What follows belongs to an exercise in optimizing a design on an open flow for small area; a production flow would make more cautious choices.
Where RTL was checked, it was by simulation tests only, not by an equivalence proof against the original.
No activity file was given, so power comes from the tool's default toggle rates.

==> flow/design.v (excerpt) <==
module dnnProcessingElement #(
  parameter int BUFFER_DEPTH = 256,
  parameter int GAP_CYCLES = 11
) (
  input logic clock,
  input logic reset,
  input logic [pePkg::DATA_WIDTH-1:0] dataIn,
  input logic isNewData,
  input logic isBusy,
  output logic [pePkg::DATA_WIDTH-1:0] dataOut,
  output logic doTransmit
);
  localparam int DW = pePkg::DATA_WIDTH;
  localparam int AW = $clog2(BUFFER_DEPTH);
  typedef enum logic [2:0] {
    stateIdle,
    stateHeader,
    stateLoad,
    stateEngine,
    stateDelay,
    stateSend
  } peState;
  peState state;
  logic isRelu;
  logic lastNewData;
  logic newByte;
  logic [DW-1:0] hC, hP, hQ, hR, hS, hX;
  logic [DW-1:0] cs, cr, cq, cp, cc;
  logic [DW-1:0] sInc, rInc, qInc, pInc, cInc;
  logic sEnd, rEnd, qEnd, pEnd, cEnd;
  logic [AW-1:0] rowBase, winBase, pBase;
  logic [AW-1:0] rowLen, rowStep;
  logic [AW-1:0] writeIndex;
  logic [AW-1:0] writeNext;
  logic [AW-1:0] readAddress;
  logic [AW-1:0] opA, opB, sum;
  logic [DW-1:0] readData;
  logic [DW-1:0] runningMax;
  logic [DW-1:0] maxNext;
  logic loading, engine;
  logic writeEnable;
  logic [DW-1:0] writeData;
  logic sendNow;
  assign newByte = isNewData != lastNewData;
  assign loading = state == stateLoad;
  assign engine = state == stateEngine;
  assign sInc = cs + 1'b1;
  assign rInc = cr + 1'b1;
  assign qInc = cq + 1'b1;
  ...
Settings: LEC_CHECK=0, CAP_MARGIN=0, CORE_MARGIN=2, CORE_UTILIZATION=40, CTS_BUF_LIST=sky130_fd_sc_hd__clkbuf_16, CTS_CLUSTER_DIAMETER=100, CTS_CLUSTER_SIZE=30, SLEW_MARGIN=0, SYNTH_HIERARCHICAL=1, SYNTH_MINIMUM_KEEP_SIZE=0; clock period 14.0 ns.
run.sh (not shown) runs the stock make flow with config.mk's settings and CLKGATE_MAP_FILE= SYNTH_SCRIPT=/design/flow/synth_recipe.tcl, a recipe that flattens the netlist after the stock synthesis.
Next try:
CAP_MARGIN = 20   (was 0)
CORE_UTILIZATION = 55   (was 40)
SLEW_MARGIN = 20   (was 0)
Outcome: The changed run produced a clean layout. Critical path depth is unchanged. Sequential power is about the same. Design area decreases slightly. Hold slack gains 0.010 ns. Wire length drops slightly. Via count decreases slightly.
Next try:
CORE_UTILIZATION = 40   (was 55)
Result: The changed run finished with timing, DRC and antenna clean; worst setup slack gets better by 0.0093 ns; design area climbs by 1.0%; synthesized area stays the same; critical path depth is unchanged.
Next try:
CTS_CLUSTER_DIAMETER = 80   (was 100)
CTS_CLUSTER_SIZE = 22   (was 30)
What happened: Final cell count came out higher slightly; non-clock buffer count came out higher by 1; global-route usage came out higher by 0.12 points; routed wire length came out higher slightly; sequential share of layout area came out lower by 0.90 points.


Setup of the reference run:
dnnProcessingElement, a different RTL version from the one above (not shown whole).
For scale: roughly 4,500 cells after synthesis.
Settings: LEC_CHECK=0, CAP_MARGIN=20, CORE_MARGIN=2, CORE_UTILIZATION=60, CTS_BUF_LIST=sky130_fd_sc_hd__clkbuf_2 sky130_fd_sc_hd__clkbuf_4 sky130_fd_sc_hd__clkbuf_8, SLEW_MARGIN=20, SYNTH_HIERARCHICAL=1, SYNTH_MINIMUM_KEEP_SIZE=0; clock period 14.0 ns.
Here is what was changed in the inputs of the trial run compared with the reference run.
-- flow/config.mk --
<<< the reference run, line 9
export CORE_MARGIN = 2
export CORE_UTILIZATION = 60
export CTS_BUF_LIST = sky130_fd_sc_hd__clkbuf_2 sky130_fd_sc_hd__clkbuf_4 sky130_fd_sc_hd__clkbuf_8
export SLEW_MARGIN = 20
>>> the trial run, line 9
export CORE_MARGIN = 2
export CORE_UTILIZATION = 40
export CTS_BUF_LIST = sky130_fd_sc_hd__clkbuf_4
export CTS_CLUSTER_SIZE = 30
export SLEW_MARGIN = 20
## What came out
Looking at the reports, the trial run completed the entire flow and the layout it produced met the timing, design-rule and antenna checks. Looking at global-route wire length before repair, the trial run sits about 1.2% above the reference run. When the trial run is set beside the reference run, its initial antenna violation count turns out to be 8 smaller. The reference run → the trial run: layout net count higher; switching power summed over all nets higher. Compared with the reference run, the trial run shows maximum frequency that has gone up slightly. The trial run vs. the reference run: overall fraction of global-route tracks in use has decreased, number of cells on the worst reg-to-reg path has decreased, number of cells on the critical path has decreased. Compared with the reference run, the trial run degrades cell area. Of the reference run and the trial run, the trial run shows the lower final critical delay including setup and external delays, with the reference run above it. Min power attributed to the clock group across the reference run and the trial run: the trial run.
Function was not checked in any run of this note: the RTL went through the layout flow alone.

afterwards: timing with drivers on the ports:
The results above use ideal ports. As a check the final layouts listed here were re-extracted and re-timed, cells and wires unchanged.
Step 1 (the two cells are an assumption about what drives the block):
set clk [get_ports {clock}]
set_driving_cell -lib_cell sky130_fd_sc_hd__clkbuf_16 $clk
set_driving_cell -lib_cell sky130_fd_sc_hd__buf_2 [delete_from_list [all_inputs] $clk]
Step 2 moves the port delays by t, midway between the first and last clock arrival at a register: inputs arrive t later, outputs are due t later. That takes back most of the time a late clock gives input paths.
Slacks: ideal / step 1 / step 2; pairs: ideal / step 1.
| run | t (ns) | slack for setup (ns) | clock arrival spread, ns | slew at the worst register clock pin (ns) |
|---|---|---|---|---|
| the first run of note 1 | 0.851 | 4.349 / 4.349 / 4.349 | 0.041 / 0.042 | 0.12 / 0.12 |
| the second run of note 1 | 0.811 | 4.267 / 4.267 / 4.267 | 0.042 / 0.043 | 0.12 / 0.12 |
| the third run of note 1 | 0.853 | 4.277 / 4.277 / 4.277 | 0.043 / 0.043 | 0.12 / 0.12 |
| the fourth run of note 1 | 0.873 | 4.288 / 4.288 / 4.288 | 0.068 / 0.068 | 0.10 / 0.10 |
| the reference run | 1.084 | 4.102 / 4.102 / 4.102 | 0.072 / 0.072 | 0.07 / 0.07 |
| the trial run | 1.423 | 4.294 / 4.294 / 4.294 | 0.141 / 0.141 | 0.08 / 0.08 |
After both steps setup and hold are still met in every run listed.
